From an optimization exercise on the open Yosys and OpenROAD flow, aimed at small area and a short achievable clock period; shortcuts taken in it are not production practice. Function was checked by simulation only, so behaviour that the tests miss may differ from the original. Power is estimated from default activity; no workload was simulated.

### design/flow/design.v
package st_map_pkg;
	localparam logic [15:0] ST_ID_WORD  = 16'h5253;
	localparam logic [15:0] ST_VER_WORD = 16'h1205;
	localparam logic [7:0] ST_OFF_ID       = 8'h00;
	localparam logic [7:0] ST_OFF_VER      = 8'h02;
	localparam logic [7:0] ST_OFF_CTRL     = 8'h04;
	localparam logic [7:0] ST_OFF_STAT     = 8'h06;
	localparam logic [7:0] ST_OFF_FIFO     = 8'h08;
	localparam logic [7:0] ST_OFF_FSTAT    = 8'h0c;
	localparam logic [7:0] ST_OFF_RCNT     = 8'h0e;
	localparam logic [7:0] ST_OFF_SS_CMD   = 8'h10;
	localparam logic [7:0] ST_OFF_SS_DATA  = 8'h12;
	localparam logic [7:0] ST_OFF_SS_CTRL  = 8'h14;
	localparam logic [7:0] ST_OFF_CR1      = 8'h18;
	localparam logic [7:0] ST_OFF_CR2      = 8'h1a;
	localparam logic [7:0] ST_OFF_CR3      = 8'h1c;
	localparam logic [7:0] ST_OFF_CR4      = 8'h1e;
	localparam logic [7:0] ST_OFF_RESP1    = 8'h20;
	localparam logic [7:0] ST_OFF_RESP2    = 8'h22;
	localparam logic [7:0] ST_OFF_RESP3    = 8'h24;
	localparam logic [7:0] ST_OFF_RESP4    = 8'h26;
	localparam logic [7:0] ST_OFF_HIRQ     = 8'h28;
	localparam logic [7:0] ST_OFF_MASK     = 8'h2a;
	localparam logic [7:0] ST_OFF_HIRQ_CLR = 8'h2c;
	localparam int CTRL_CDC_EN   = 0;
	localparam int CTRL_CMD_EN   = 1;
	localparam int CTRL_FIFO_EN  = 2;
	localparam int CTRL_FIFO_RST = 8;
	localparam int CTRL_FIFO_DIR = 9;
	typedef enum logic [3:0] {
		ST_OP_NONE, ST_OP_READ, ST_OP_CTRL_WR, ST_OP_IRQ_ACK,
		ST_OP_FIFO_WR, ST_OP_FIFO_RD, ST_OP_RCNT_CLR, ST_OP_CMD_CLR,
		ST_OP_DATA_WR, ST_OP_RESP_WR, ST_OP_HIRQ_SET, ST_OP_HIRQ_CLR
	} st_op_e;
endpackage
package ss_map_pkg;
	localparam logic [2:0] SS_RGN_CDC = 3'b000;
	localparam logic [2:0] SS_RGN_REG = 3'b111;
	localparam logic [3:0] SS_CDC_FIFO = 4'd0;
	localparam logic [3:0] SS_CDC_HIRQ = 4'd2;
	localparam logic [3:0] SS_CDC_MASK = 4'd3;
	localparam logic [3:0] SS_CDC_CR1  = 4'd6;
	localparam logic [3:0] SS_CDC_CR2  = 4'd7;
	localparam logic [3:0] SS_CDC_CR3  = 4'd8;
	localparam logic [3:0] SS_CDC_CR4  = 4'd9;
	localparam logic [4:0] SS_REG_ID    = 5'd0;
	localparam logic [4:0] SS_REG_VER   = 5'd1;
	localparam logic [3:0] SS_REG_CTRL  = 4'd1;
	localparam logic [3:0] SS_REG_FSTAT = 4'd2;
	localparam logic [3:0] SS_REG_CMD   = 4'd4;
	localparam logic [3:0] SS_REG_DATA  = 4'd5;
	localparam logic [3:0] SS_REG_FIFO  = 4'd6;
	localparam logic [15:0] SS_CTRL_RESET = 16'h0100;
	typedef enum logic [3:0] {
		SS_OP_NONE, SS_OP_READ, SS_OP_CTRL_WR, SS_OP_HIRQ_AND, SS_OP_MASK_WR,
		SS_OP_CR_WR, SS_OP_CMD_WR, SS_OP_DATA_WR, SS_OP_FIFO_WR, SS_OP_FIFO_RD
	} ss_op_e;
endpackage
import st_map_pkg::*;
module st_decode (
	input  logic        st_req,
	input  logic        st_we,
	input  logic [7:0]  st_addr,
	output logic        st_rd,
	output logic        st_ctrl_we,
	output logic        st_ack,
	output logic        st_fifo_wr,
	output logic        st_fifo_rd,
	output logic        st_rcnt_clr,
	output logic        st_cmd_clr,
	output logic        st_data_we,
	output logic        st_resp_we,
	output logic        st_hirq_set,
	output logic        st_hirq_clr,
	output logic [31:0] st_sel,
	output logic        st_dflt
);
	logic       st_wr, st_ok;
	logic [4:0] st_w;
	assign st_rd = st_req & ~st_we;
	assign st_wr = st_req & st_we;
	assign st_ok = (st_addr[7:6] == 2'b00) & ~st_addr[0];
	assign st_w  = st_addr[5:1];
	assign st_ctrl_we  = st_wr & (st_addr == ST_OFF_CTRL);
	assign st_ack      = st_wr & (st_addr == ST_OFF_STAT);
	assign st_fifo_wr  = st_wr & (st_addr == ST_OFF_FIFO);
	assign st_fifo_rd  = st_rd & (st_addr == ST_OFF_FIFO);
	assign st_rcnt_clr = st_wr & (st_addr == ST_OFF_RCNT);
	assign st_cmd_clr  = st_wr & (st_addr == ST_OFF_SS_CMD);
	assign st_data_we  = st_wr & (st_addr == ST_OFF_SS_DATA);
	assign st_resp_we  = st_wr & st_ok & (st_w[4:2] == 3'b100);
	assign st_hirq_set = st_wr & (st_addr == ST_OFF_HIRQ);
	assign st_hirq_clr = st_wr & (st_addr == ST_OFF_HIRQ_CLR);
	always_comb
	begin
		for (int i = 0; i < 32; i++)
			st_sel[i] = st_ok & (st_w == 5'(i));
	end
	assign st_dflt = ~st_ok | st_sel[5] | st_sel[11] | (|st_sel[31:22]);
endmodule
import ss_map_pkg::*;
module ss_decode (
	input  logic        ss_req,
	input  logic        ss_we,
	input  logic        ss_cs2,
	input  logic [14:1] ss_addr,
	output logic        ss_rd,
	output logic        ss_fifo_rd,
	output logic        ss_fifo_wr,
	output logic        ss_hirq_and,
	output logic        ss_mask_we,
	output logic        ss_cr_we,
	output logic [1:0]  ss_idx,
	output logic        ss_ctrl_we,
	output logic        ss_cmd_we,
	output logic        ss_data_we,
	output logic        rs_ctrl,
	output logic        rs_fstat,
	output logic        rs_cmd,
	output logic        rs_data,
	output logic        rs_fifo,
	output logic        rs_hirq,
	output logic        rs_mask,
	output logic [3:0]  rs_resp,
	output logic        rs_id,
	output logic        rs_ver
);
	logic        ss_hit, ss_wr, rgn_cdc, rgn_reg, ss_fifo_off;
	logic [3:0]  woff;
	logic [15:0] ss_sel;
	assign ss_hit  = ss_req & ss_cs2;
	assign ss_rd   = ss_hit & ~ss_we;
	assign ss_wr   = ss_hit & ss_we;
	assign rgn_cdc = (ss_addr[14:12] == SS_RGN_CDC);
	assign rgn_reg = (ss_addr[14:12] == SS_RGN_REG);
	assign woff    = ss_addr[5:2];
	assign ss_idx  = {woff[3], woff[0]};
	always_comb
	begin
		for (int i = 0; i < 16; i++)
			ss_sel[i] = (woff == 4'(i));
	end
	assign ss_fifo_off = (rgn_cdc & ss_sel[SS_CDC_FIFO]) | (rgn_reg & ss_sel[SS_REG_FIFO]);
	assign ss_fifo_rd  = ss_rd & ss_fifo_off;
	assign ss_fifo_wr  = ss_wr & ss_fifo_off;
	assign ss_hirq_and = ss_wr & rgn_cdc & ss_sel[SS_CDC_HIRQ];
	assign ss_mask_we  = ss_wr & rgn_cdc & ss_sel[SS_CDC_MASK];
	assign ss_cr_we    = ss_wr & rgn_cdc & (woff >= SS_CDC_CR1) & (woff <= SS_CDC_CR4);
	assign ss_ctrl_we  = ss_wr & rgn_reg & ss_sel[SS_REG_CTRL];
	assign ss_cmd_we   = ss_wr & rgn_reg & ss_sel[SS_REG_CMD];
	assign ss_data_we  = ss_wr & rgn_reg & ss_sel[SS_REG_DATA];
	assign rs_ctrl  = rgn_reg & ss_sel[SS_REG_CTRL];
	assign rs_fstat = rgn_reg & ss_sel[SS_REG_FSTAT];
	assign rs_cmd   = rgn_reg & ss_sel[SS_REG_CMD];
	assign rs_data  = rgn_reg & ss_sel[SS_REG_DATA];
	assign rs_fifo  = ss_fifo_off;
	assign rs_hirq  = rgn_cdc & ss_sel[SS_CDC_HIRQ];
	assign rs_mask  = rgn_cdc & ss_sel[SS_CDC_MASK];
	assign rs_resp  = {rgn_cdc & ss_sel[SS_CDC_CR4], rgn_cdc & ss_sel[SS_CDC_CR3],
		rgn_cdc & ss_sel[SS_CDC_CR2], rgn_cdc & ss_sel[SS_CDC_CR1]};
	assign rs_id    = rgn_reg & ss_sel[0] & ~ss_addr[1];
	assign rs_ver   = rgn_reg & ss_sel[0] & ss_addr[1];
endmodule
module fifo_sel8 (
	input  logic [7:0] d,
	input  logic [7:0] s,
	output logic       y
);
	assign y = |(d & s);
endmodule
module irq_any16 (
	input  logic [15:0] a,
	input  logic [15:0] b,
	output logic        y
);
	assign y = |(a & b);
endmodule
import st_map_pkg::*;
import ss_map_pkg::*;
module ss_bridge_top #(
	parameter int FIFO_AW = 6
) (
	input  logic        mclk,
	input  logic        ST_ALE,
	input  logic        st_req,
	input  logic        st_we,
	input  logic [7:0]  st_addr,
	input  logic [15:0] st_wdata,
	output logic [15:0] st_rdata,
	output logic        st_rvalid,
	output logic        st_irq,
	input  logic        ss_req,
	input  logic        ss_we,
	input  logic        ss_cs2,
	input  logic [14:1] ss_addr,
	input  logic [15:0] ss_wdata,
	output logic [15:0] ss_rdata,
	output logic        ss_rvalid,
	output logic        ss_irq
);
	localparam int DEPTH = 1 << FIFO_AW;
	logic        st_rd, st_ctrl_we, st_ack, st_fifo_wr, st_fifo_rd, st_rcnt_clr;
	logic        st_cmd_clr, st_data_we, st_resp_we, st_hirq_set, st_hirq_clr;
	logic [31:0] st_sel;
	logic        st_dflt;
	logic        ss_rd, ss_fifo_rd, ss_fifo_wr, ss_hirq_and, ss_mask_we, ss_cr_we;
	logic [1:0]  ss_idx;
	logic        ss_ctrl_we, ss_cmd_we, ss_data_we;
	logic        rs_ctrl, rs_fstat, rs_cmd, rs_data, rs_fifo, rs_hirq, rs_mask;
	logic [3:0]  rs_resp;
	logic        rs_id, rs_ver;
	st_decode st_decode_inst (.*);
	ss_decode ss_decode_inst (.*);
	logic [15:0]      st_ctrl, ss_ctrl, ss_cmd, ss_data, hirq, hirq_mask, rcnt;
	logic [15:0]      st_ctrl_n, hirq_n, hirq_mask_n;
	logic [3:0][15:0] cr, resp;
	logic             flag_cdc, flag_cmd, flag_fifo;
	logic             flag_cdc_n, flag_cmd_n, flag_fifo_n;
	logic             fifo_empty_d;
	logic [15:0]        sr [DEPTH-1];
	logic [15:0]        stage;
	logic               push_q;
	logic [FIFO_AW:0]   m, m_inc, m_dec;
	logic               fifo_empty, fifo_full;
	logic               fifo_dir, fifo_clr;
	logic               push, pop, wr_en, rd_en;
	logic [15:0]        wr_word;
	logic [15:0]        fifo_head;
	assign fifo_dir  = st_ctrl[CTRL_FIFO_DIR];
	assign fifo_clr  = st_ctrl[CTRL_FIFO_RST];
	assign m_inc      = m + 1'b1;
	assign m_dec      = m - 1'b1;
	assign fifo_empty = m[FIFO_AW];
	assign fifo_full  = (m == FIFO_AW'(DEPTH - 1));
	assign st_ctrl_n   = st_ctrl_we ? st_wdata : st_ctrl;
	assign hirq_mask_n = ss_mask_we ? ss_wdata : hirq_mask;
	always_comb
	begin
		if (st_hirq_set)
			hirq_n = hirq | st_wdata;
		else if (st_hirq_clr)
			hirq_n = hirq & ~st_wdata;
		else if (ss_hirq_and)
			hirq_n = hirq & ss_wdata;
		else
			hirq_n = hirq;
	end
	logic [15:0] h_set, h_clr, h_and;
	logic        i_set_m, i_clr_m, i_and_m, i_hold_m, i_set_w, i_clr_w, i_hold_w;
	logic        ss_irq_n;
	assign h_set = hirq | st_wdata;
	assign h_clr = hirq & ~st_wdata;
	assign h_and = hirq & ss_wdata;
	irq_any16 u_i_set_m  (.a(h_set), .b(hirq_mask), .y(i_set_m));
	irq_any16 u_i_clr_m  (.a(h_clr), .b(hirq_mask), .y(i_clr_m));
	irq_any16 u_i_and_m  (.a(h_and), .b(hirq_mask), .y(i_and_m));
	irq_any16 u_i_hold_m (.a(hirq),  .b(hirq_mask), .y(i_hold_m));
	irq_any16 u_i_set_w  (.a(h_set), .b(ss_wdata),  .y(i_set_w));
	irq_any16 u_i_clr_w  (.a(h_clr), .b(ss_wdata),  .y(i_clr_w));
	irq_any16 u_i_hold_w (.a(hirq),  .b(ss_wdata),  .y(i_hold_w));
	always_comb
	begin
		if (st_hirq_set)
			ss_irq_n = ss_mask_we ? i_set_w : i_set_m;
		else if (st_hirq_clr)
			ss_irq_n = ss_mask_we ? i_clr_w : i_clr_m;
		else if (ss_hirq_and)
			ss_irq_n = i_and_m;
		else
			ss_irq_n = ss_mask_we ? i_hold_w : i_hold_m;
	end
	assign flag_cdc_n  = (ss_cr_we & (ss_idx == 2'd3))
		| (flag_cdc & ~(st_ack & st_wdata[CTRL_CDC_EN]));
	assign flag_cmd_n  = ss_cmd_we
		| (flag_cmd & ~(st_ack & st_wdata[CTRL_CMD_EN]));
	assign flag_fifo_n = (fifo_empty & ~fifo_empty_d)
		| (flag_fifo & ~(st_ack & st_wdata[CTRL_FIFO_EN]));
	always_ff @(posedge mclk or posedge ST_ALE)
	begin
		if (ST_ALE)
		begin
			st_ctrl      <= '0;
			ss_ctrl      <= SS_CTRL_RESET;
			ss_cmd       <= '0;
			ss_data      <= '0;
			hirq         <= '0;
			hirq_mask    <= '0;
			rcnt         <= '0;
			flag_cdc     <= 1'b0;
			flag_cmd     <= 1'b0;
			flag_fifo    <= 1'b0;
			fifo_empty_d <= 1'b1;
			st_irq       <= 1'b0;
			ss_irq       <= 1'b0;
		end
		else
		begin
			st_ctrl      <= st_ctrl_n;
			hirq         <= hirq_n;
			hirq_mask    <= hirq_mask_n;
			flag_cdc     <= flag_cdc_n;
			flag_cmd     <= flag_cmd_n;
			flag_fifo    <= flag_fifo_n;
			fifo_empty_d <= fifo_empty;
			st_irq       <= |(st_ctrl_n[2:0] & {flag_fifo_n, flag_cmd_n, flag_cdc_n});
			ss_irq       <= ss_irq_n;
			if (ss_ctrl_we)
				ss_ctrl <= ss_wdata;
			if (st_cmd_clr)
				ss_cmd <= '0;
			else if (ss_cmd_we)
				ss_cmd <= ss_wdata;
			if (ss_data_we)
				ss_data <= ss_wdata;
			else if (st_data_we)
				ss_data <= st_wdata;
			if (st_rcnt_clr)
				rcnt <= '0;
			else if (ss_fifo_rd)
				rcnt <= rcnt + 1'b1;
		end
	end
	always_ff @(posedge mclk)
	begin
		if (ss_cr_we)
			cr[ss_idx] <= ss_wdata;
		if (st_resp_we)
			resp[st_addr[2:1]] <= st_wdata;
	end
	assign push    = fifo_dir ? ss_fifo_wr : st_fifo_wr;
	assign pop     = fifo_dir ? st_fifo_rd : ss_fifo_rd;
	assign wr_en   = push & ~fifo_full;
	assign rd_en   = pop & ~fifo_empty;
	assign wr_word = fifo_dir ? {ss_wdata[7:0], ss_wdata[15:8]} : st_wdata;
	always_ff @(posedge mclk)
	begin
		stage <= wr_word;
		if (push_q)
		begin
			sr[0] <= stage;
			for (int i = 1; i < DEPTH-1; i++)
				sr[i] <= sr[i-1];
		end
	end
	logic [FIFO_AW:0] m_n, m_dec2;
	assign m_dec2 = m - 2'd2;
	always_comb
	begin
		if (fifo_clr)
			m_n = '1;
		else if (wr_en & ~rd_en)
			m_n = m_inc;
		else if (rd_en & ~wr_en)
			m_n = m_dec;
		else
			m_n = m;
	end
	logic [FIFO_AW:0] p_n;
	logic [7:0]       sel_hi, sel_lo;
	assign p_n = rd_en ? m_dec2 : m_dec;
	always_ff @(posedge mclk or posedge ST_ALE)
	begin
		if (ST_ALE)
		begin
			m      <= '1;
			push_q <= 1'b0;
			sel_hi <= 8'h80;
			sel_lo <= 8'h40;
		end
		else
		begin
			m      <= m_n;
			push_q <= wr_en;
			for (int j = 0; j < 8; j++)
			begin
				sel_hi[j] <= (p_n[5:3] == 3'(j));
				sel_lo[j] <= (p_n[2:0] == 3'(j));
			end
		end
	end
	logic [15:0] fifo_next;
	for (genvar b = 0; b < 16; b++)
	begin : g_next
		logic [7:0] grp;
		for (genvar j = 0; j < 8; j++)
		begin : g_grp
			logic [7:0] d;
			for (genvar k = 0; k < 8; k++)
			begin : g_bit
				if (8*j+k == DEPTH-1)
					assign d[k] = stage[b];
				else
					assign d[k] = sr[8*j+k][b];
			end
			fifo_sel8 u_lo (.d(d), .s(sel_lo), .y(grp[j]));
		end
		fifo_sel8 u_hi (.d(grp), .s(sel_hi), .y(fifo_next[b]));
	end
	always_ff @(posedge mclk)
	begin
		if (fifo_empty | (rd_en & (m == '0)))
			fifo_head <= wr_word;
		else if (rd_en)
			fifo_head <= fifo_next;
	end
	logic [15:0] fifo_stat, head_sw, st_word, ss_word;
	assign fifo_stat = 16'(m_inc);
	assign head_sw   = {fifo_head[7:0], fifo_head[15:8]};
	logic [15:0] st_stat;
	assign st_stat = {1'b0, |(st_ctrl[2:0] & {flag_fifo, flag_cmd, flag_cdc}), 11'd0,
		flag_fifo, flag_cmd, flag_cdc};
	for (genvar b = 0; b < 16; b++)
	begin : g_st_word
		logic y0, y1;
		fifo_sel8 u_regs (
			.d ({ss_ctrl[b], ss_data[b], ss_cmd[b], rcnt[b], fifo_head[b], st_ctrl[b], hirq[b], hirq_mask[b]}),
			.s ({st_sel[10], st_sel[9], st_sel[8], st_sel[7], st_sel[4], st_sel[2], st_sel[20], st_sel[21]}),
			.y (y0)
		);
		fifo_sel8 u_mbox (
			.d ({cr[3][b], cr[2][b], cr[1][b], cr[0][b], resp[3][b], resp[2][b], resp[1][b], resp[0][b]}),
			.s ({st_sel[15], st_sel[14], st_sel[13], st_sel[12], st_sel[19], st_sel[18], st_sel[17], st_sel[16]}),
			.y (y1)
		);
		assign st_word[b] = y0 | y1 | st_dflt
			| (st_sel[3] & st_stat[b]) | (st_sel[6] & fifo_stat[b])
			| (st_sel[0] & ST_ID_WORD[b]) | (st_sel[1] & ST_VER_WORD[b]);
	end
	for (genvar b = 0; b < 16; b++)
	begin : g_ss_word
		logic y0;
		fifo_sel8 u_regs (
			.d ({ss_ctrl[b], ss_cmd[b], ss_data[b], head_sw[b], hirq[b], hirq_mask[b], resp[0][b], resp[1][b]}),
			.s ({rs_ctrl, rs_cmd, rs_data, rs_fifo, rs_hirq, rs_mask, rs_resp[0], rs_resp[1]}),
			.y (y0)
		);
		assign ss_word[b] = y0 | (rs_resp[2] & resp[2][b]) | (rs_resp[3] & resp[3][b])
			| (rs_fstat & fifo_stat[b]) | (rs_id & ST_ID_WORD[b]) | (rs_ver & ST_VER_WORD[b]);
	end
	always_ff @(posedge mclk or posedge ST_ALE)
	begin
		if (ST_ALE)
		begin
			st_rvalid <= 1'b0;
			ss_rvalid <= 1'b0;
		end
		else
		begin
			st_rvalid <= st_rd;
			ss_rvalid <= ss_rd;
		end
	end
	always_ff @(posedge mclk)
	begin
		st_rdata <= st_word;
		ss_rdata <= ss_word;
	end
endmodule
### design/flow/flow/run.sh
#!/bin/bash
# Standard layout (standard synthesis included) with two changes: the port
# buffers are buf_4 cells, and the resizer may change a cell's footprint.
set -euo pipefail
export BUFFER_PORTS_ARGS="-buffer_cell sky130_fd_sc_hd__buf_4"
bash standard.sh MATCH_CELL_FOOTPRINT=0 finish > standard_flow.log 2>&1
### design/flow/standard.sh
#!/bin/bash
# synth_recipe.tcl (not shown) runs the flow's synth.tcl, then flattens the netlist and writes it again
# the make line also repeats each setting of config.mk as NAME=value (left out here)
make -C /OpenROAD-flow-scripts/flow DESIGN_CONFIG=/design/flow/config.mk WORK_HOME=/design/flow/orfs CLKGATE_MAP_FILE= SYNTH_SCRIPT=/design/flow/synth_recipe.tcl "${@:-finish}"
### design/flow/config.mk
export PLATFORM = sky130hd
export DESIGN_NAME = ss_bridge_top
export DESIGN_NICKNAME = ss_bridge_top
export VERILOG_FILES = /design/flow/design.v
export SDC_FILE = /design/flow/constraint.sdc
export NUM_CORES = 4
export LEC_CHECK = 0
export CAP_MARGIN = 20
export CORE_MARGIN = 2
export CORE_UTILIZATION = 60
export CTS_CLUSTER_DIAMETER = 70
export CTS_CLUSTER_SIZE = 25
export SETUP_SLACK_MARGIN = 2.2
export SLEW_MARGIN = 50
export SYNTH_HIERARCHICAL = 1
export SYNTH_MINIMUM_KEEP_SIZE = 0
export TNS_END_PERCENT = 20
### design/flow/constraint.sdc
create_clock -name core_clock -period 4.5 [get_ports {mclk}]
set_input_delay 0.9000 -clock core_clock [delete_from_list [all_inputs] [get_ports {mclk}]]
set_output_delay 0.9000 -clock core_clock [all_outputs]
set_load 0.01 [all_outputs]
==> results.cfg, run 1 <==
[outcome]
status = timing/DRC/antenna clean

[floorplanning]
area_of_the_die_mm2 = 0.0918
core_region_area_mm2 = 0.0885
row_count = 109
starting_density_of_the_core_pct = 60.6
num_io_pins = 97
floorplan.die.height_um = 303
fp.dieW_um = 303

[clock_network]
numClockSinks = 1344
cts_buffers = 70
ctsHtreeMaxLevel = 3
cts_max_path_bufs = 3
clkLatencyLatePin_ns = 0.67
cts_tree = yes
clock_root_buffer = sky130_fd_sc_hd__clkbuf_16
worst_setup_hold_path_clk_slew_ns = 0.10

[pwr]
total_power_mw = 21.3
ir_worst_vdd_v = 0.000377
leakage_power_total_nw = 19.4
power_density_mw_per_mm2 = 350

[sta]
final.setup.tns_ns = 0
finalWorstSetupSlack_ns = 2.06
timing.final.crit_share_pct = 54.2
timing.fmax_ghz = 0.410
post-route-min-period_ns = 2.44
worst_clock_skew_ns = 0.0300
rsz0062_at_grt = true
hold-worst-slack_ns = 0.328
tightest_slew_ns = 0.766
timing_hold_violations_final = 0
report.final.slew_viol_count = 0
final_setup_fails = 0
relSlewSlack_pct = 48.5

[critical_path]
critical_path_cell_list = buf_6, buf_4, a22oi_1, nand4_1, a22oi_2, nand4_1, mux2_4
worst-endpoint-arrival_ns = 2.86
critical_path.most_common_cell = sky130_fd_sc_hd__nand4_1
critical_path.slowest_cell = sky130_fd_sc_hd__dfrtp_4
r2r_slack_ns = 2.06
crit-reg2reg-capture = fifo_head[6]
endpoint_kind = flip-flop
crit_type = flip-flop to flip-flop
critPathLaunch = sel_lo[3]
critical_path.startpoint_type = flip-flop
crit_family = simple AND/OR/NAND/NOR gates
required_ns = 4.92
timing.rr.start = sel_lo[3]
cp.buffers_inverters = 2
cp_slowest_stage_delay_ns = 0.52
critical_path_peak_fanout = 5
worstRegToRegCells = 7

[place]
gp_congestion = 0.941
placement.cell_area_mm2 = 0.0565
post_place_worst_slack_ns = 1.07
io_buffers = 90
dp_hpwl_um = 88200

[detailed_routing]
finalWirelength_um = 160000
detail_route.vias_per_cell = 7.12
antenna_left = 0
avgRoutedWirePerCell_um = 32.3
drt_iter0_markers = 5158
drc = 0
vias = 35300
drt_pass1_iterations = 10

[synth]
post_synth.cell_area_avg_um2 = 15.3
syn-num-nets = 3583
post_synth_inst_count = 3505
synthesis.yosys.warnings = 10
netlist_area_mm2 = 0.0537

[min_path]
worstHoldPathType = input port to asynchronous set/reset pin

[global_routing]
grt_first_pass_wirelength_um = 225000
met1_usage_pct = 48.8
antenna_found_initial = 8
overflow = 0
global_route.peak_usage_layer = met2
largest_net_degree_at_the_start_of_global_routing = 159
via_count_of_the_first_global_routing_pass = 34100
grt_util_all_layers_pct = 33.2
grt_util_met3_pct = 7.60
global_route.usage.met2_pct = 49.0

[final_layout]
fin_area_mm2 = 0.0607
area.growth.synth_to_final_pct = 13.2
nets_finish = 3819
post_route_cells_drive_above_1_share_pct = 17.3

[job]
max-cap-violations = 0
[cell type report]
cell class / count / area (µm²)
tap: 1165 / 1460
multi-input combinational: 1904 / 14100
antenna: 7 / 17.5
fill: 5981 / 27800
timing repair buffer: 272 / 3180
sequential: 1344 / 39200
clock inverter: 25 / 288
clock buffer: 94 / 1910
inverter: 149 / 571
[per-layer routing]
layer	share of wire (%)	vias to the layer above	routed length, µm
met5	0.13	-	212
met4	3.9	10	6170
met3	12	324	19100
met2	45	2241	72400
met1	39	18000	62200
li1	-	14800	-
[worst max-delay path by stage]
| stage | end | slack (ns) | cells past startpoint |
|---|---|---|---|
| floorplan | sr[0][0] | -7.71 | 0 |
| global placement | fifo_head[15] | 0.99 | 8 |
| detailed placement | fifo_head[5] | 1.07 | 9 |
| CTS | rcnt[14] | 1.94 | 8 |
| global route | fifo_head[6] | 2.05 | 7 |
| finish | fifo_head[6] | 2.06 | 7 |
[metrics by stage]
stage / util (%) / instances
after floorplan: - / 3505
after global placement: 63.6 / 4729
after detailed placement: 63.8 / 4735
after CTS: 67.2 / 4904
after global routing: 68.6 / 4956
final: 68.6 / 4960
[cell usage in the layout (no fill, tap or decap), types with 12 or more instances in the layout]
cell,count
sky130_fd_sc_hd__edfxtp_1,1152
sky130_fd_sc_hd__a22oi_1,722
sky130_fd_sc_hd__nand4_1,207
sky130_fd_sc_hd__nand2_1,177
sky130_fd_sc_hd__buf_4,175
sky130_fd_sc_hd__o21ai_0,157
sky130_fd_sc_hd__inv_1,146
sky130_fd_sc_hd__dfrtp_1,121
sky130_fd_sc_hd__nor2_1,93
sky130_fd_sc_hd__clkbuf_16,90
sky130_fd_sc_hd__mux2_2,69
sky130_fd_sc_hd__a22oi_2,67
sky130_fd_sc_hd__dfxtp_1,48
sky130_fd_sc_hd__a22o_1,45
sky130_fd_sc_hd__mux2i_1,42
sky130_fd_sc_hd__a221oi_2,29
sky130_fd_sc_hd__buf_6,29
sky130_fd_sc_hd__buf_12,29
sky130_fd_sc_hd__nor2b_1,23
sky130_fd_sc_hd__clkbuf_1,21
sky130_fd_sc_hd__or2_2,18
sky130_fd_sc_hd__nand3_1,16
sky130_fd_sc_hd__and2_1,16
sky130_fd_sc_hd__buf_16,16
sky130_fd_sc_hd__nor3_1,14
sky130_fd_sc_hd__mux2_4,14
sky130_fd_sc_hd__a21oi_1,13
sky130_fd_sc_hd__ha_1,12
sky130_fd_sc_hd__dfrtp_4,12
[timing repair]
action                                  in CTS  in global routing
endpoints found under the hold margin        0                  0
setup buffers                               40                 23
endpoints found under the setup margin      44                 85
gates cloned                                10                 22
pin swaps                                   12                 61
resized for setup                           42                101
hold buffers                                 0                  0
[state kept, by name, summed over array words and instances (netlist names), 7 cells and up]
signal	flops
ss_data	16
ss_ctrl	16
stage	16
m	7
ss_cmd	16
hirq_mask	16
sr	1008
st_rdata	16
resp	64
rcnt	16
hirq	16
cr	64
sel_hi	8
st_ctrl	16
ss_rdata	16
fifo_head	16
sel_lo	8
[where the power goes]
part           total (mW)  switching [mW]  internal, mW  leakage, nW
logic               0.508           0.333         0.174         6.38
clock network        7.27            4.07          3.20         1.06
registers            13.5          0.0760          13.4         12.0
==> inputs of run 2 (changes only) <==
--- a/design/flow/config.mk
+++ b/design/flow/config.mk
@@ -11,4 +11,5 @@
 export CTS_CLUSTER_DIAMETER = 70
 export CTS_CLUSTER_SIZE = 25
+export PLACE_DENSITY = 0.8
 export SETUP_SLACK_MARGIN = 2.2
 export SLEW_MARGIN = 50
==> run 2 against run 1 <==
Net effect: cell count hardly changed; utilization decreased by 0.88 points; still clean on timing, DRC and antenna; worst setup slack got worse by 0.0080 ns; first-iteration DRC count is 10% higher.
==> results.cfg, run 2 <==
[global_routing]
grt_util_all_layers_pct = 31.6
largest_net_degree_at_the_start_of_global_routing = 121
grt_first_pass_wirelength_um = 217000
via_count_of_the_first_global_routing_pass = 34300
antenna_found_initial = 9
overflow = 0

[sta]
timing.final.crit_share_pct = 54.4
timing_hold_violations_final = 0
relSlewSlack_pct = 46.8
final_setup_fails = 0
rsz0062_at_grt = true
tightest_slew_ns = 0.798
post-route-min-period_ns = 2.45
timing.fmax_ghz = 0.409
worst_clock_skew_ns = 0.0332
report.final.slew_viol_count = 0

[critical_path]
endpoint_kind = flip-flop
critical_path.startpoint_type = flip-flop
r2r_slack_ns = 2.05
critical_path_cell_list = buf_4, buf_8, a22oi_1, nand4_1, a22oi_1, nand4_1, mux2_4
crit_cells = 7
timing.rr.start = sel_lo[3]
worst-endpoint-arrival_ns = 2.86
cp_slowest_stage_delay_ns = 0.63
crit-reg2reg-capture = fifo_head[3]
worstSetupEndpoint = fifo_head[3]
crit_type = flip-flop to flip-flop
critical_path_peak_fanout = 10
required_ns = 4.91
critical_path.slowest_cell = sky130_fd_sc_hd__dfrtp_4
cp.buffers_inverters = 2
worstRegToRegCells = 7
critPathLaunch = sel_lo[3]
crit_family = flip-flops

[final_layout]
final-instance-count-excl-fill = 4956
area.growth.synth_to_final_pct = 11.7
largest-register = sr
multi_input_area_mm2 = 0.0138
layout_commonest_cell = sky130_fd_sc_hd__edfxtp_1
post_route_cells_drive_above_1_share_pct = 15.3
nets_finish = 3809
sequential_cell_area_mm2 = 0.0392
fin_area_mm2 = 0.0599
top_library_cells_by_usage_in_the_layout_fill_and_taps_aside = sky130_fd_sc_hd__edfxtp_1, sky130_fd_sc_hd__a22oi_1, sky130_fd_sc_hd__nand4_1
fillers = 5657
flip_flop_count_of_the_largest_register_after_layout = 1008

[pwr]
pwr-share-seq_pct = 64.4
power_density_mw_per_mm2 = 349
leakage_power_total_nw = 19.2
portion_of_total_power_attributed_to_combinational_logic_pct = 2.4
power_switching_mw = 4.33
clockPowerShare_pct = 33.2
cell_internal_pwr_mw = 16.6
power.switching_fraction_pct = 20.7
ir_worst_vdd_v = 0.000353

[detailed_routing]
drc = 0
drt_iter0_markers = 5675
drt_pass1_iterations = 9
vias = 35500
antenna_left = 0
detail_route.vias_per_cell = 7.17
finalWirelength_um = 148000
avgRoutedWirePerCell_um = 29.8

[synth]
post_synth_inst_count = 3505
syn-num-nets = 3583
synthesis.yosys.warnings = 10
post_synth.cell_area_avg_um2 = 15.3
netlist_area_mm2 = 0.0537

[floorplanning]
num_io_pins = 97
core_region_area_mm2 = 0.0885
row_count = 109
fp.dieW_um = 303
area_of_the_die_mm2 = 0.0918
floorplan.die.height_um = 303
starting_density_of_the_core_pct = 60.6

[place]
placement.cell_area_mm2 = 0.0565
gp_congestion = 1.00
dp_hpwl_um = 87500
placed_cells = 4754
io_buffers = 90

[min_path]
worstHoldPathType = input port to asynchronous set/reset pin

[clock_network]
ctsHtreeMaxLevel = 3
clkLatencyLatePin_ns = 0.67
cts_tree = yes
worst_setup_hold_path_clk_slew_ns = 0.09
cts_buffers = 66
cts_max_path_bufs = 3
numClockSinks = 1344
clock_root_buffer = sky130_fd_sc_hd__clkbuf_16

[job]
max-cap-violations = 0

[outcome]
status = timing/DRC/antenna clean
run 2: worst min path at each step:
stage	to	from
2_1_floorplan	fifo_empty_d	m[6]
6_report	st_ctrl[15]	ST_ALE
4_1_cts	ss_ctrl[7]	ST_ALE
3_3_place_gp	sr[0][5]	stage[5]
5_1_grt	st_ctrl[13]	ST_ALE
3_5_place_dp	sr[0][10]	stage[10]
run 2: through the flow:
step | setup TNS, ns | utilization (%) | hold WS, ns | setup slack, ns | power [mW]
detailed placement | 0 | 63.9 | 0.418 | 0.987 | 14.2
global placement | 0 | 63.7 | 0.418 | 1.00 | 14.2
global route | 0 | 67.7 | 0.292 | 2.01 | 21.4
CTS | 0 | 67.3 | 0.371 | 2.06 | 21.0
finish | 0 | 67.7 | 0.253 | 2.05 | 20.9
floorplan | -7955.19 | - | 0.352 | -7.71 | 14.0
run 2: layer usage:
layer,part of all wire [%],wire length (µm),GRT usage [%]
met4,5.5,8050,15.8
met5,0.054,80,0
met1,36,53400,43.5
met2,45,66600,47.3
met3,13,19400,8.16
run 2: timing repair:
action	CTS	global route
setup endpoints to repair	78	76
gates cloned	6	2
hold buffers	0	0
buffers inserted	44	21
resized for setup	57	30
pin swaps	15	18
run 2: area by class of cell:
class	count	area share (%)
flip-flops and latches	1344	65.4
diodes	8	0.0334
clock inverters	15	0.445
inverters	149	0.960
well taps	1165	2.43
clock buffers	105	3.04
repair buffers	266	4.60
multi-input cells	1904	23.1
run 2: worst register-to-register path: stages (launching register included):
cell	delay (ns)
sky130_fd_sc_hd__dfrtp_4	0.63
sky130_fd_sc_hd__buf_4	0.24
sky130_fd_sc_hd__buf_8	0.17
sky130_fd_sc_hd__a22oi_1	0.28
sky130_fd_sc_hd__nand4_1	0.15
sky130_fd_sc_hd__a22oi_1	0.26
sky130_fd_sc_hd__nand4_1	0.20
sky130_fd_sc_hd__mux2_4	0.29
run 2: power by group through the flow:
| stage | Sequential (mW) | Combinational, mW | Clock [mW] |
|---|---|---|---|
| 5_1_grt | 13.5 | 0.535 | 7.43 |
| 2_1_floorplan | 13.7 | 0.264 | 0 |
| 4_1_cts | 13.5 | 0.480 | 7.02 |
| 6_report | 13.5 | 0.508 | 6.96 |
| 3_5_place_dp | 13.8 | 0.466 | 0 |
| 3_3_place_gp | 13.8 | 0.451 | 0 |
==> inputs of run 3 (changes only) <==
--- a/design/flow/config.mk
+++ b/design/flow/config.mk
@@ -16,3 +16,3 @@
 export SYNTH_HIERARCHICAL = 1
 export SYNTH_MINIMUM_KEEP_SIZE = 0
-export TNS_END_PERCENT = 20
+export TNS_END_PERCENT = 40
==> run 3 against run 2 <==
Net effect: critical path depth rose by 2; combinational power barely moved; maximum frequency fell by 4.8%; non-clock buffer count fell by 5.
==> results.cfg, run 3 <==
[outcome]
status = timing/DRC/antenna clean

[clock_network]
cts_buffers = 66
clkLatencyLatePin_ns = 0.67
worst_setup_hold_path_clk_slew_ns = 0.09
cts_tree = yes
numClockSinks = 1344
clock_root_buffer = sky130_fd_sc_hd__clkbuf_16
ctsHtreeMaxLevel = 3
cts_max_path_bufs = 3

[sta]
timing.final.crit_share_pct = 57.1
hold-worst-slack_ns = 0.247
tightest_slew_ns = 0.779
timing_hold_violations_final = 0
final_setup_fails = 0
timing.fmax_ghz = 0.389
worst_clock_skew_ns = 0.0296
report.final.slew_viol_count = 0
final.setup.tns_ns = 0
relSlewSlack_pct = 48.0
rsz0062_at_grt = true
finalWorstSetupSlack_ns = 1.93
post-route-min-period_ns = 2.57

[global_routing]
via_count_of_the_first_global_routing_pass = 34300
largest_net_degree_at_the_start_of_global_routing = 121
overflow = 0
grt_first_pass_wirelength_um = 217000
antenna_found_initial = 10
grt_util_all_layers_pct = 31.8

[pwr]
leakage_power_total_nw = 19.2
ir_worst_vdd_v = 0.000353
power_density_mw_per_mm2 = 349
total_power_mw = 21.0

[critical_path]
worstRegToRegCells = 7
timing.rr.start = sel_lo[0]
crit-reg2reg-capture = fifo_head[15]
required_ns = 4.91
worst-endpoint-arrival_ns = 2.98
crit_type = input port to flip-flop
critical_path.startpoint_type = input port
critical_path_peak_fanout = 5
r2r_slack_ns = 2.00
endpoint_kind = flip-flop

[place]
dp_hpwl_um = 87500
gp_congestion = 1.00
placed_cells = 4754
io_buffers = 90
placement.cell_area_mm2 = 0.0565
post_place_worst_slack_ns = 0.987

[final_layout]
flip_flop_count_of_the_largest_register_after_layout = 1008
fin_area_mm2 = 0.0600
area.growth.synth_to_final_pct = 11.9
sequential_cell_area_mm2 = 0.0392
layout_commonest_cell = sky130_fd_sc_hd__edfxtp_1
nets_finish = 3804
multi_input_area_mm2 = 0.0140
final-instance-count-excl-fill = 4956
fillers = 5642
largest-register = sr
post_route_cells_drive_above_1_share_pct = 15.6
final_core_util_pct = 67.8
top_library_cells_by_usage_in_the_layout_fill_and_taps_aside = sky130_fd_sc_hd__edfxtp_1, sky130_fd_sc_hd__a22oi_1, sky130_fd_sc_hd__nand4_1

[detailed_routing]
drc = 0
vias = 35800
drt_iter0_markers = 5866
antenna_left = 0
detail_route.vias_per_cell = 7.22
finalWirelength_um = 148000
drt_pass1_iterations = 10
avgRoutedWirePerCell_um = 29.9

[floorplanning]
row_count = 109
core_region_area_mm2 = 0.0885
num_io_pins = 97
area_of_the_die_mm2 = 0.0918
fp.dieW_um = 303
floorplan.die.height_um = 303
starting_density_of_the_core_pct = 60.6

[synth]
post_synth.cell_area_avg_um2 = 15.3
post_synth_inst_count = 3505
netlist_area_mm2 = 0.0537
synthesis.yosys.warnings = 10
syn-num-nets = 3583

[min_path]
worstHoldPathType = input port to asynchronous set/reset pin

[job]
max-cap-violations = 0
## run 3: per-layer routing
layer / track usage (%) / part of all wire (%)
met1: 43.7 / 36
met2: 47.6 / 45
met5: 0 / 0.12
met3: 8.17 / 13
met4: 15.6 / 5.6
## run 3: cell type report
class | count | area share (%)
antenna | 13 | 0.0542
clock buffer | 105 | 3.03
clock inverter | 15 | 0.444
inverter | 149 | 0.959
multi-input combinational | 1904 | 23.2
sequential | 1344 | 65.3
tap | 1165 | 2.43
timing repair buffer | 261 | 4.53
## run 3: how the worst max path moves through the flow
stage,end,startpoint,cells past startpoint,slack (ns)
6_report,fifo_head[3],st_addr[7],9,1.93
5_1_grt,sel_hi[3],st_addr[7],10,1.93
4_1_cts,fifo_head[15],sel_lo[2],7,2.06
3_5_place_dp,fifo_head[15],ss_addr[14],9,0.99
3_3_place_gp,fifo_head[5],ss_addr[4],8,1.00
2_1_floorplan,sr[0][0],push_q,0,-7.71
## run 3: power by group
part / internal (mW) / leakage, nW / switching [mW]
Sequential: 13.4 / 12.0 / 0.0752
Clock: 3.03 / 0.991 / 3.95
Combinational: 0.177 / 6.29 / 0.328
Total: 16.6 / 19.2 / 4.35
## run 3: worst max-delay path: stages
cell                        delay, ns
sky130_fd_sc_hd__buf_12          0.11
sky130_fd_sc_hd__nor4b_4         0.41
sky130_fd_sc_hd__nand2b_4        0.12
sky130_fd_sc_hd__nor4_4          0.38
sky130_fd_sc_hd__mux2_4          0.29
sky130_fd_sc_hd__a31oi_4         0.10
sky130_fd_sc_hd__buf_12          0.18
sky130_fd_sc_hd__clkbuf_16       0.17
sky130_fd_sc_hd__mux2_4          0.29
## run 3: timing repair
item	in CTS	in global routing
gates resized for setup	76	46
endpoints found under the setup margin	78	96
setup buffers	53	7
hold buffers	0	0
pin swaps	23	18
cloned	6	1
endpoints found under the hold margin	0	0
==> inputs of run 4 (changes only) <==
--- a/design/flow/config.mk
+++ b/design/flow/config.mk
@@ -11,8 +11,7 @@
 export CTS_CLUSTER_DIAMETER = 70
 export CTS_CLUSTER_SIZE = 25
-export PLACE_DENSITY = 0.8
 export SETUP_SLACK_MARGIN = 2.2
-export SLEW_MARGIN = 50
+export SLEW_MARGIN = 70
 export SYNTH_HIERARCHICAL = 1
 export SYNTH_MINIMUM_KEEP_SIZE = 0
-export TNS_END_PERCENT = 40
+export TNS_END_PERCENT = 20
==> run 4 against run 3 <==
Net effect: still clean on timing, DRC and antenna; area after synthesis unchanged; combinational power hardly changed; cell count rose by 0.42%; maximum frequency fell by 6.1%; clock skew fell by 0.0013 ns; sequential share of layout area down 1.4 points; utilization increased by 1.5 points; die area did not move; worst setup slack got worse by 0.17 ns; hold slack got worse by 0.032 ns; critical path depth is 2 higher; power increased by 1.4%.
==> results.cfg, run 4 <==
[floorplanning]
floorplan.die.height_um = 303
fp.dieW_um = 303
num_io_pins = 97
row_count = 109
starting_density_of_the_core_pct = 60.6
area_of_the_die_mm2 = 0.0918
core_region_area_mm2 = 0.0885

[sta]
report.final.slew_viol_count = 0
relSlewSlack_pct = 68.2
post-route-min-period_ns = 2.74
tightest_slew_ns = 0.476
final_setup_fails = 0
timing.final.crit_share_pct = 60.8
timing.fmax_ghz = 0.365
worst_clock_skew_ns = 0.0284
hold-worst-slack_ns = 0.215
timing_hold_violations_final = 0
rsz0062_at_grt = true

[detailed_routing]
drt_iter0_markers = 5069
vias = 35200
maxUsedRoutingLayer = met5
met3_wirelength_um = 17700
detail_route.vias_per_cell = 7.08
avgRoutedWirePerCell_um = 30.7
wl_met1_um = 60600
drc = 0
drt_pass1_iterations = 9
met2_wirelength_um = 68900
antenna_left = 0
finalWirelength_um = 153000

[global_routing]
antenna_found_initial = 11
via_count_of_the_first_global_routing_pass = 34600
overflow = 0
grt_util_all_layers_pct = 33.2
largest_net_degree_at_the_start_of_global_routing = 85
grt_first_pass_wirelength_um = 226000

[critical_path]
critical_path_peak_fanout = 7
critical_path.startpoint_type = flip-flop
timing.rr.start = sel_lo[2]
endpoint_kind = flip-flop
worstRegToRegCells = 11
critPathLaunch = sel_lo[2]
required_ns = 4.91
crit_type = flip-flop to flip-flop
worst-endpoint-arrival_ns = 3.14

[final_layout]
area.growth.synth_to_final_pct = 14.4
post_route_cells_drive_above_1_share_pct = 17.6
fin_area_mm2 = 0.0614
flip_flop_count_of_the_largest_register_after_layout = 1008
multi_input_area_mm2 = 0.0140
layout_commonest_cell = sky130_fd_sc_hd__edfxtp_1
final_core_util_pct = 69.3
largest-register = sr
top_library_cells_by_usage_in_the_layout_fill_and_taps_aside = sky130_fd_sc_hd__edfxtp_1, sky130_fd_sc_hd__a22oi_1, sky130_fd_sc_hd__nand4_1
sequential_cell_area_mm2 = 0.0392
nets_finish = 3837
fillers = 5856

[place]
gp_congestion = 0.941
dp_hpwl_um = 94400
placement.cell_area_mm2 = 0.0577
io_buffers = 90

[synth]
synthesis.yosys.warnings = 10
netlist_area_mm2 = 0.0537
syn-num-nets = 3583
post_synth.cell_area_avg_um2 = 15.3
post_synth_inst_count = 3505

[clock_network]
worst_setup_hold_path_clk_slew_ns = 0.10
numClockSinks = 1344
clkLatencyLatePin_ns = 0.67
cts_max_path_bufs = 3
cts_buffers = 70
ctsHtreeMaxLevel = 3
cts_tree = yes
clock_root_buffer = sky130_fd_sc_hd__clkbuf_16

[pwr]
ir_worst_vdd_v = 0.000364
leakage_power_total_nw = 19.6
total_power_mw = 21.2
power_density_mw_per_mm2 = 346

[job]
max-cap-violations = 0

[outcome]
status = timing/DRC/antenna clean

[min_path]
worstHoldPathType = input port to asynchronous set/reset pin
-- run 4: critical path, stage by stage (launching register included) --
cell,delay [ns]
sky130_fd_sc_hd__dfrtp_4,0.52
sky130_fd_sc_hd__buf_16,0.16
sky130_fd_sc_hd__buf_16,0.13
sky130_fd_sc_hd__buf_16,0.14
sky130_fd_sc_hd__buf_16,0.15
sky130_fd_sc_hd__buf_16,0.16
sky130_fd_sc_hd__buf_16,0.16
sky130_fd_sc_hd__a22oi_2,0.15
sky130_fd_sc_hd__nand4_1,0.12
sky130_fd_sc_hd__a22oi_2,0.18
sky130_fd_sc_hd__nand4_1,0.26
sky130_fd_sc_hd__mux2_4,0.33
-- run 4: layer usage --
layer,global-route usage [%],vias up
met4,11.2,12
met2,49.4,2207
li1,-,14800
met5,0,-
met3,8.44,355
met1,48.3,17800
-- run 4: final timing paths --
path                       slack, ns       endpoint
max                             1.76  fifo_head[10]
min                             0.21     ss_cmd[13]
max reg2reg                     1.76  fifo_head[10]
min reg2reg                     0.45     sr[41][14]
max in group asynchronous       3.54           m[0]
min in group core_clock         0.43      ss_rvalid
-- run 4: where the power goes --
part,internal [mW],total (mW),switching [mW]
combinational,0.173,0.507,0.334
clock,3.20,7.26,4.06
sequential,13.4,13.5,0.0763
total,16.8,21.2,4.47
-- run 4: per-stage QoR --
step                      setup TNS, ns  worst slack [ns]  cells
after floorplan                -7955.19             -7.71   3505
after global placement                0             0.991   4729
after detailed placement              0             0.916   4786
after CTS                             0              1.80   4962
after global routing                  0              1.71   4974
final                                 0              1.76   4977
-- run 4: repair_timing --
action | in CTS | in global routing
setup buffers | 34 | 6
pin swaps | 32 | 35
gates resized for setup | 45 | 52
hold buffers | 0 | 0
gates cloned | 21 | 0
setup endpoints to repair | 36 | 72
-- run 4: final cells by class --
type	count	area share, %
flip-flops and latches	1344	63.9
diodes	4	0.0163
clock inverters	21	0.420
well taps	1165	2.38
repair buffers	290	6.25
inverters	149	0.960
multi-input cells	1904	22.9
clock buffers	100	3.18
==> inputs of run 5 (changes only) <==
--- a/design/flow/config.mk
+++ b/design/flow/config.mk
@@ -11,6 +11,6 @@
 export CTS_CLUSTER_DIAMETER = 70
 export CTS_CLUSTER_SIZE = 25
-export SETUP_SLACK_MARGIN = 2.2
-export SLEW_MARGIN = 70
+export SETUP_SLACK_MARGIN = 2.3
+export SLEW_MARGIN = 50
 export SYNTH_HIERARCHICAL = 1
 export SYNTH_MINIMUM_KEEP_SIZE = 0
==> run 5 against run 4 <==
Net effect: maximum frequency increased by 12%; hold slack got worse by 0.067 ns; via count increased by 1.9%; global-route usage increased by 0.39 points; cell area increased by 0.22%.
==> results.cfg, run 5 <==
[outcome]
status = timing/DRC/antenna clean

[global_routing]
grt_util_all_layers_pct = 33.6
largest_net_degree_at_the_start_of_global_routing = 159
antenna_found_initial = 8
grt_first_pass_wirelength_um = 227000
overflow = 0
via_count_of_the_first_global_routing_pass = 34200

[sta]
timing.final.crit_share_pct = 54.3
post-route-min-period_ns = 2.44
hold-worst-slack_ns = 0.148
worst_clock_skew_ns = 0.0318
final_setup_fails = 0
relSlewSlack_pct = 45.2
timing_hold_violations_final = 0
rsz0062_at_grt = true
tightest_slew_ns = 0.822
report.final.slew_viol_count = 0
timing.fmax_ghz = 0.410

[critical_path]
worst-endpoint-arrival_ns = 2.86
cp_slowest_stage_delay_ns = 0.59
crit-reg2reg-capture = fifo_head[6]
critical_path_cell_list = buf_12, buf_4, a22oi_1, nand4_1, a22oi_2, nand4_1, mux2_4
critPathLaunch = sel_lo[3]
endpoint_kind = flip-flop
crit_cells = 7
critical_path.startpoint_type = flip-flop
critical_path_peak_fanout = 6
required_ns = 4.92
worstSetupEndpoint = fifo_head[6]
critical_path.most_common_cell = sky130_fd_sc_hd__nand4_1
critical_path.slowest_cell = sky130_fd_sc_hd__dfrtp_4
r2r_slack_ns = 2.06
timing.rr.start = sel_lo[3]
crit_type = flip-flop to flip-flop
worstRegToRegCells = 7
cp.buffers_inverters = 2
crit_family = flip-flops

[final_layout]
layout_commonest_cell = sky130_fd_sc_hd__edfxtp_1
flip_flop_count_of_the_largest_register_after_layout = 1008
post_route_cells_drive_above_1_share_pct = 19.5
largest-register = sr
final_core_util_pct = 69.5
nets_finish = 3854
final-instance-count-excl-fill = 4993
fillers = 5891
area.growth.synth_to_final_pct = 14.6
top_library_cells_by_usage_in_the_layout_fill_and_taps_aside = sky130_fd_sc_hd__edfxtp_1, sky130_fd_sc_hd__a22oi_1, sky130_fd_sc_hd__nand4_1

[floorplanning]
area_of_the_die_mm2 = 0.0918
row_count = 109
starting_density_of_the_core_pct = 60.6
core_region_area_mm2 = 0.0885
floorplan.die.height_um = 303
num_io_pins = 97
fp.dieW_um = 303

[clock_network]
cts_tree = yes
cts_max_path_bufs = 3
clkLatencyLatePin_ns = 0.67
clock_root_buffer = sky130_fd_sc_hd__clkbuf_16
numClockSinks = 1344
worst_setup_hold_path_clk_slew_ns = 0.10
ctsHtreeMaxLevel = 3
cts_buffers = 70

[detailed_routing]
drt_pass1_iterations = 7
vias = 35900
drt_iter0_markers = 5455
drc = 0
avgRoutedWirePerCell_um = 32.2
antenna_left = 0
finalWirelength_um = 161000
detail_route.vias_per_cell = 7.19

[pwr]
power_density_mw_per_mm2 = 346
ir_worst_vdd_v = 0.000376
leakage_power_total_nw = 19.7

[place]
dp_hpwl_um = 88200
placed_cells = 4735
io_buffers = 90
gp_congestion = 0.941

[synth]
syn-num-nets = 3583
netlist_area_mm2 = 0.0537
post_synth.cell_area_avg_um2 = 15.3
post_synth_inst_count = 3505
synthesis.yosys.warnings = 10

[job]
max-cap-violations = 0

[min_path]
worstHoldPathType = input port to asynchronous set/reset pin
-- run 5: layout make-up --
| cell class | count | area (µm²) | share of cell area, % |
|---|---|---|---|
| well taps | 1165 | 1460 | 2.37 |
| multi-input cells | 1904 | 14400 | 23.5 |
| clock inverters | 25 | 288 | 0.468 |
| clock buffers | 94 | 1910 | 3.10 |
| repair buffers | 307 | 3600 | 5.85 |
| diodes | 5 | 12.5 | 0.0203 |
| inverters | 149 | 571 | 0.928 |
| flip-flops and latches | 1344 | 39200 | 63.8 |
-- run 5: report_power, final --
group | total (mW) | switching, mW | internal, mW | leakage [nW]
combinational | 0.523 | 0.340 | 0.183 | 6.72
sequential | 13.5 | 0.0767 | 13.4 | 12.0
clock | 7.26 | 4.06 | 3.20 | 1.06
-- run 5: per-stage QoR --
stage	setup TNS, ns	instance area (µm²)	total power [mW]	setup slack (ns)
finish	0	61500	21.3	2.06
global route	0	61500	21.8	2.03
CTS	0	59900	21.3	2.06
detailed placement	0	56500	14.2	1.07
global placement	0	56300	14.2	0.991
floorplan	-7955.19	53700	14.0	-7.71
-- run 5: how the worst min path moves through the flow --
stage | startpoint | endpoint | slack (ns)
after floorplan | m[6] | fifo_empty_d | 0.35
after global placement | stage[2] | sr[0][2] | 0.42
after detailed placement | stage[2] | sr[0][2] | 0.42
after CTS | ST_ALE | st_ctrl[7] | 0.34
after global routing | ST_ALE | ss_cmd[5] | 0.14
final | ST_ALE | ss_cmd[5] | 0.15
-- run 5: worst register-to-register path, stage by stage, from the launching register on --
cell                      delay (ns)
sky130_fd_sc_hd__dfrtp_4        0.59
sky130_fd_sc_hd__buf_12         0.18
sky130_fd_sc_hd__buf_4          0.15
sky130_fd_sc_hd__a22oi_1        0.16
sky130_fd_sc_hd__nand4_1        0.19
sky130_fd_sc_hd__a22oi_2        0.20
sky130_fd_sc_hd__nand4_1        0.35
sky130_fd_sc_hd__mux2_4         0.39
-- run 5: repair_timing --
item | CTS | global route
hold buffers | 0 | 0
endpoints found under the setup margin | 101 | 186
pin swaps | 32 | 103
gates cloned | 16 | 14
resized for setup | 73 | 175
buffers inserted | 56 | 43
-- run 5: layer usage --
metal	GRT usage [%]	wire, µm	part of all wire [%]
met1	49.6	62800	39
met5	0	60	0.037
met3	7.22	18800	12
met4	12.1	6160	3.8
met2	49.8	72800	45
==> inputs of run 6 (changes only) <==
--- a/design/flow/config.mk
+++ b/design/flow/config.mk
@@ -11,5 +11,5 @@
 export CTS_CLUSTER_DIAMETER = 70
 export CTS_CLUSTER_SIZE = 25
-export SETUP_SLACK_MARGIN = 2.3
+export SETUP_SLACK_MARGIN = 2.05
 export SLEW_MARGIN = 50
 export SYNTH_HIERARCHICAL = 1
==> run 6 against run 5 <==
Net effect: still clean; register-to-register slack got worse by 0.07 ns; cell count fell by 1.2%; non-clock buffer count fell by 59; clock skew fell by 0.0022 ns; first-iteration DRC count fell by 5.4%; critical path depth did not move; synthesized cell count did not move; critical path type unchanged; critical endpoint is now fifo_head[9].
==> results.cfg, run 6 <==
[job]
max-cap-violations = 0

[synth]
synthesis.yosys.warnings = 10
netlist_area_mm2 = 0.0537
post_synth_inst_count = 3505
syn-num-nets = 3583
post_synth.cell_area_avg_um2 = 15.3

[pwr]
ir_worst_vdd_v = 0.000377
total_power_mw = 21.2
leakage_power_total_nw = 19.1
power_density_mw_per_mm2 = 355

[global_routing]
largest_net_degree_at_the_start_of_global_routing = 159
global_route.usage.met2_pct = 48.6
overflow = 0
antenna_found_initial = 11
grt_util_met3_pct = 7.73
via_count_of_the_first_global_routing_pass = 33900
grt_util_all_layers_pct = 32.8
grt_first_pass_wirelength_um = 222000
met1_usage_pct = 48.2
global_route.peak_usage_layer = met2

[sta]
worst_clock_skew_ns = 0.0296
rsz0062_at_grt = true
timing_hold_violations_final = 0
relSlewSlack_pct = 52.0
post-route-min-period_ns = 2.51
timing.final.crit_share_pct = 55.8
tightest_slew_ns = 0.718
timing.fmax_ghz = 0.398
final_setup_fails = 0
report.final.slew_viol_count = 0

[final_layout]
fillers = 6101
layout_commonest_cell = sky130_fd_sc_hd__edfxtp_1
post_route_cells_drive_above_1_share_pct = 15.1
multi_input_area_mm2 = 0.0137
final_core_util_pct = 67.6
largest-register = sr
nets_finish = 3795
flip_flop_count_of_the_largest_register_after_layout = 1008
area.growth.synth_to_final_pct = 11.6
top_library_cells_by_usage_in_the_layout_fill_and_taps_aside = sky130_fd_sc_hd__edfxtp_1, sky130_fd_sc_hd__a22oi_1, sky130_fd_sc_hd__nand4_1
sequential_cell_area_mm2 = 0.0392

[critical_path]
timing.rr.start = sel_lo[1]
crit_type = flip-flop to flip-flop
critical_path_peak_fanout = 61
worst-endpoint-arrival_ns = 2.92
crit-reg2reg-capture = fifo_head[9]
endpoint_kind = flip-flop
critical_path.startpoint_type = flip-flop
r2r_slack_ns = 1.99
required_ns = 4.91
worstRegToRegCells = 7

[clock_network]
worst_setup_hold_path_clk_slew_ns = 0.10
clock_root_buffer = sky130_fd_sc_hd__clkbuf_16
cts_buffers = 70
cts_hold_repair.buffers = 0
numClockSinks = 1344
cts_max_path_bufs = 3
clkLatencyLatePin_ns = 0.67
cts_tree = yes
ctsHtreeMaxLevel = 3

[min_path]
worstHoldPathType = input port to asynchronous set/reset pin

[detailed_routing]
drt_iter0_markers = 5158
avgRoutedWirePerCell_um = 31.2
drt_pass1_iterations = 7
antenna_left = 0
detail_route.vias_per_cell = 7.08
vias = 34900
finalWirelength_um = 154000
drc = 0

[floorplanning]
floorplan.die.height_um = 303
row_count = 109
starting_density_of_the_core_pct = 60.6
area_of_the_die_mm2 = 0.0918
num_io_pins = 97
fp.dieW_um = 303
core_region_area_mm2 = 0.0885

[place]
io_buffers = 90
gp_congestion = 0.941
dp_hpwl_um = 88200

[outcome]
status = timing/DRC/antenna clean
[run 6: layout make-up]
class | count | share of cell area, %
inverter | 149 | 0.953
timing repair buffer | 248 | 4.53
sequential | 1344 | 65.5
tap | 1165 | 2.43
multi-input combinational | 1904 | 22.9
antenna | 5 | 0.0209
clock buffer | 94 | 3.18
clock inverter | 25 | 0.481
[run 6: worst max-delay path, stage by stage, from the launching register on]
cell and delay [ns]:
sky130_fd_sc_hd__dfrtp_4 0.56, sky130_fd_sc_hd__buf_12 0.21, sky130_fd_sc_hd__buf_12 0.30, sky130_fd_sc_hd__a22oi_1 0.17, sky130_fd_sc_hd__nand4_1 0.15, sky130_fd_sc_hd__a22oi_1 0.22
sky130_fd_sc_hd__nand4_1 0.17, sky130_fd_sc_hd__mux2_2 0.30
[run 6: worst max path at each step]
stage,from,endpoint,slack (ns),depth (start not counted)
2_1_floorplan,push_q,sr[0][0],-7.71,0
4_1_cts,st_addr[7],rcnt[14],1.94,8
5_1_grt,sel_lo[0],fifo_head[14],1.95,7
3_3_place_gp,ss_addr[4],fifo_head[15],0.99,8
6_report,sel_lo[1],fifo_head[9],1.99,7
3_5_place_dp,ss_addr[5],fifo_head[5],1.07,9
[run 6: metrics by stage]
step | setup slack, ns | instances | setup TNS (ns) | hold slack (ns) | area (µm²)
after detailed placement | 1.07 | 4735 | 0 | 0.421 | 56500
after global routing | 1.95 | 4931 | 0 | 0.144 | 59900
after floorplan | -7.71 | 3505 | -7955.19 | 0.352 | 53700
final | 1.99 | 4934 | 0 | 0.154 | 59900
after CTS | 1.94 | 4889 | 0 | 0.335 | 59200
after global placement | 0.991 | 4729 | 0 | 0.424 | 56300
[run 6: power by group]
part | internal (mW) | switching (mW)
combinational | 0.171 | 0.332
sequential | 13.4 | 0.0760
clock | 3.20 | 4.05
[run 6: repair_timing]
action	in CTS	in global routing
cloned	7	6
endpoints found under the setup margin	33	29
gates resized for setup	19	24
buffers inserted	28	29
pin swaps	7	12
[run 6: per-layer routing]
metal  routed length (µm)  share of wire [%]
met1                60700                 39
met2                70300                 46
met3                16800                 11
met4                 6130                4.0
met5                   79              0.051
==> inputs of run 7 (changes only) <==
--- a/design/flow/config.mk
+++ b/design/flow/config.mk
@@ -9,7 +9,8 @@
 export CORE_MARGIN = 2
 export CORE_UTILIZATION = 60
+export CTS_BUF_LIST = sky130_fd_sc_hd__clkbuf_8 sky130_fd_sc_hd__clkbuf_16
 export CTS_CLUSTER_DIAMETER = 70
 export CTS_CLUSTER_SIZE = 25
-export SETUP_SLACK_MARGIN = 2.05
+export SETUP_SLACK_MARGIN = 2.2
 export SLEW_MARGIN = 50
 export SYNTH_HIERARCHICAL = 1
==> run 7 against run 6 <==
Net effect: clock skew barely moved; critical endpoint is now fifo_head[6]; die area did not move; sequential power barely moved; area after synthesis did not move; via count rose by 1.6%; cell count rose by 0.43%.
==> results.cfg, run 7 <==
[critical_path]
worst-endpoint-arrival_ns = 2.86
crit_family = flip-flops
critical_path.slowest_cell = sky130_fd_sc_hd__dfrtp_4
critical_path_peak_fanout = 7
timing.rr.start = sel_lo[2]
r2r_slack_ns = 2.06
critical_path_cell_list = buf_12, buf_4, a22oi_2, nand4_1, a22oi_2, nand4_1, mux2_4
crit_type = flip-flop to flip-flop
endpoint_kind = flip-flop
worstRegToRegCells = 7
required_ns = 4.92
cp.buffers_inverters = 2
cp_slowest_stage_delay_ns = 0.53
crit-reg2reg-capture = fifo_head[6]
critical_path.startpoint_type = flip-flop

[sta]
timing.final.crit_share_pct = 54.3
timing.fmax_ghz = 0.409
tightest_slew_ns = 0.738
report.final.slew_viol_count = 0
final_setup_fails = 0
rsz0062_at_grt = true
timing_hold_violations_final = 0
final.setup.tns_ns = 0
post-route-min-period_ns = 2.44
worst_clock_skew_ns = 0.0292
relSlewSlack_pct = 50.4

[global_routing]
antenna_found_initial = 7
grt_util_all_layers_pct = 33.2
overflow = 0
grt_first_pass_wirelength_um = 225000
via_count_of_the_first_global_routing_pass = 34100
largest_net_degree_at_the_start_of_global_routing = 159

[floorplanning]
floorplan.die.height_um = 303
fp.dieW_um = 303
area_of_the_die_mm2 = 0.0918
core_region_area_mm2 = 0.0885
starting_density_of_the_core_pct = 60.6
num_io_pins = 97
row_count = 109

[clock_network]
worst_setup_hold_path_clk_slew_ns = 0.10
cts_buffers = 70
cts_max_path_bufs = 3
cts_tree = yes
numClockSinks = 1344
ctsHtreeMaxLevel = 3
clock_root_buffer = sky130_fd_sc_hd__clkbuf_16
clkLatencyLatePin_ns = 0.67

[final_layout]
fin_area_mm2 = 0.0606
fillers = 5990
layout_commonest_cell = sky130_fd_sc_hd__edfxtp_1
final_core_util_pct = 68.5
nets_finish = 3817
post_route_cells_drive_above_1_share_pct = 17.1
flip_flop_count_of_the_largest_register_after_layout = 1008
largest-register = sr
top_library_cells_by_usage_in_the_layout_fill_and_taps_aside = sky130_fd_sc_hd__edfxtp_1, sky130_fd_sc_hd__a22oi_1, sky130_fd_sc_hd__nand4_1
final-instance-count-excl-fill = 4955
area.growth.synth_to_final_pct = 13.0

[detailed_routing]
detail_route.vias_per_cell = 7.16
drc = 0
antenna_left = 0
finalWirelength_um = 159000
drt_iter0_markers = 5290
drt_pass1_iterations = 6
vias = 35500
avgRoutedWirePerCell_um = 32.2

[job]
max-cap-violations = 0

[place]
io_buffers = 90
gp_congestion = 0.941
placement.cell_area_mm2 = 0.0565
placed_cells = 4735
dp_hpwl_um = 88200

[synth]
syn-num-nets = 3583
post_synth_inst_count = 3505
post_synth.cell_area_avg_um2 = 15.3
netlist_area_mm2 = 0.0537
synthesis.yosys.warnings = 10

[pwr]
total_power_mw = 21.2
leakage_power_total_nw = 19.5
power_density_mw_per_mm2 = 350
ir_worst_vdd_v = 0.000376

[outcome]
status = timing/DRC/antenna clean

[min_path]
worstHoldPathType = input port to asynchronous set/reset pin
-- run 7: worst reg2reg max path, cell delays in order (launching register included) --
cell	delay, ns
sky130_fd_sc_hd__dfrtp_4	0.53
sky130_fd_sc_hd__buf_12	0.18
sky130_fd_sc_hd__buf_4	0.20
sky130_fd_sc_hd__a22oi_2	0.16
sky130_fd_sc_hd__nand4_1	0.17
sky130_fd_sc_hd__a22oi_2	0.22
sky130_fd_sc_hd__nand4_1	0.36
sky130_fd_sc_hd__mux2_4	0.40
-- run 7: metal layers --
layer	global-route usage (%)	routed length [µm]	up-vias
li1	-	-	14800
met1	48.8	61800	18000
met2	49.0	72600	2374
met3	7.60	19200	301
met4	12.2	5750	8
met5	0	52	-
-- run 7: layout make-up --
type                            count  area [µm²]  share of cell area (%)
Clock inverter                     46         367                   0.605
Sequential cell                  1344       39200                    64.7
Clock buffer                       73        1830                    3.01
Tap cell                         1165        1460                    2.40
Antenna cell                        4        10.0                  0.0165
Timing Repair Buffer              270        3140                    5.18
Multi-Input combinational cell   1904       14000                    23.2
Inverter                          149         571                   0.941
-- run 7: how the worst max path moves through the flow --
| stage | start | endpoint | depth (start not counted) |
|---|---|---|---|
| 2_1_floorplan | push_q | sr[0][0] | 0 |
| 3_3_place_gp | ss_addr[4] | fifo_head[15] | 8 |
| 3_5_place_dp | ss_addr[5] | fifo_head[5] | 9 |
| 4_1_cts | st_addr[7] | rcnt[14] | 8 |
| 5_1_grt | sel_lo[0] | fifo_head[13] | 7 |
| 6_report | sel_lo[2] | fifo_head[6] | 7 |
-- run 7: where the power goes --
group	internal, mW	switching (mW)
clock network	3.16	4.07
registers	13.4	0.0763
logic	0.174	0.334
total	16.7	4.48
-- run 7: timing repair --
action                                  in CTS  in global routing
gates resized for setup                     42                 94
hold buffers                                 0                  0
endpoints found under the setup margin      44                 85
pin swaps                                   12                 54
hold endpoints to repair                     0                  0
gates cloned                                10                 21
setup buffers                               40                 22
-- run 7: through the flow --
stage                     hold slack [ns]  setup slack, ns
after global placement              0.424            0.991
final                               0.317             2.06
after global routing                0.352             2.03
after floorplan                     0.352            -7.71
after detailed placement            0.421             1.07
after CTS                           0.335             1.94

port drivers added, routing unchanged:
How much do the figures lean on ideal ports? The routed layouts below were timed once more, with nothing changed but the port constraints. Step 1 sets driving cells, clkbuf_16 on the clock port and buf_2 on the other inputs (assumed; they add their load-dependent delay and slew). Step 2 also shifts input and output timing later by t, the mid clock arrival at the registers, as if the neighbouring blocks saw the same clock. a / b / c = ideal ports / drivers / drivers and shift; a / b = the first two.
run	t (ns)	setup WS [ns]	clock arrival spread, ns	worst data-port slew with drivers (ns)
run 1	0.727	2.060 / 2.060 / 1.380	0.034 / 0.034	0.16
run 2	0.721	2.052 / 2.052 / 1.372	0.038 / 0.038	0.15
run 3	0.724	1.930 / 1.952 / 1.229	0.037 / 0.037	0.17
run 4	0.720	1.764 / 1.764 / 1.141	0.033 / 0.032	0.14
run 5	0.728	2.059 / 2.059 / 1.390	0.037 / 0.037	0.15
run 6	0.722	1.989 / 1.989 / 1.368	0.033 / 0.033	0.14
run 7	0.725	2.057 / 2.057 / 1.390	0.036 / 0.036	0.16
After both steps setup and hold are still met in every run listed. For run 3, which loses most, drivers alone change the setup slack by +0.022 ns; drivers and shift together by -0.701 ns.
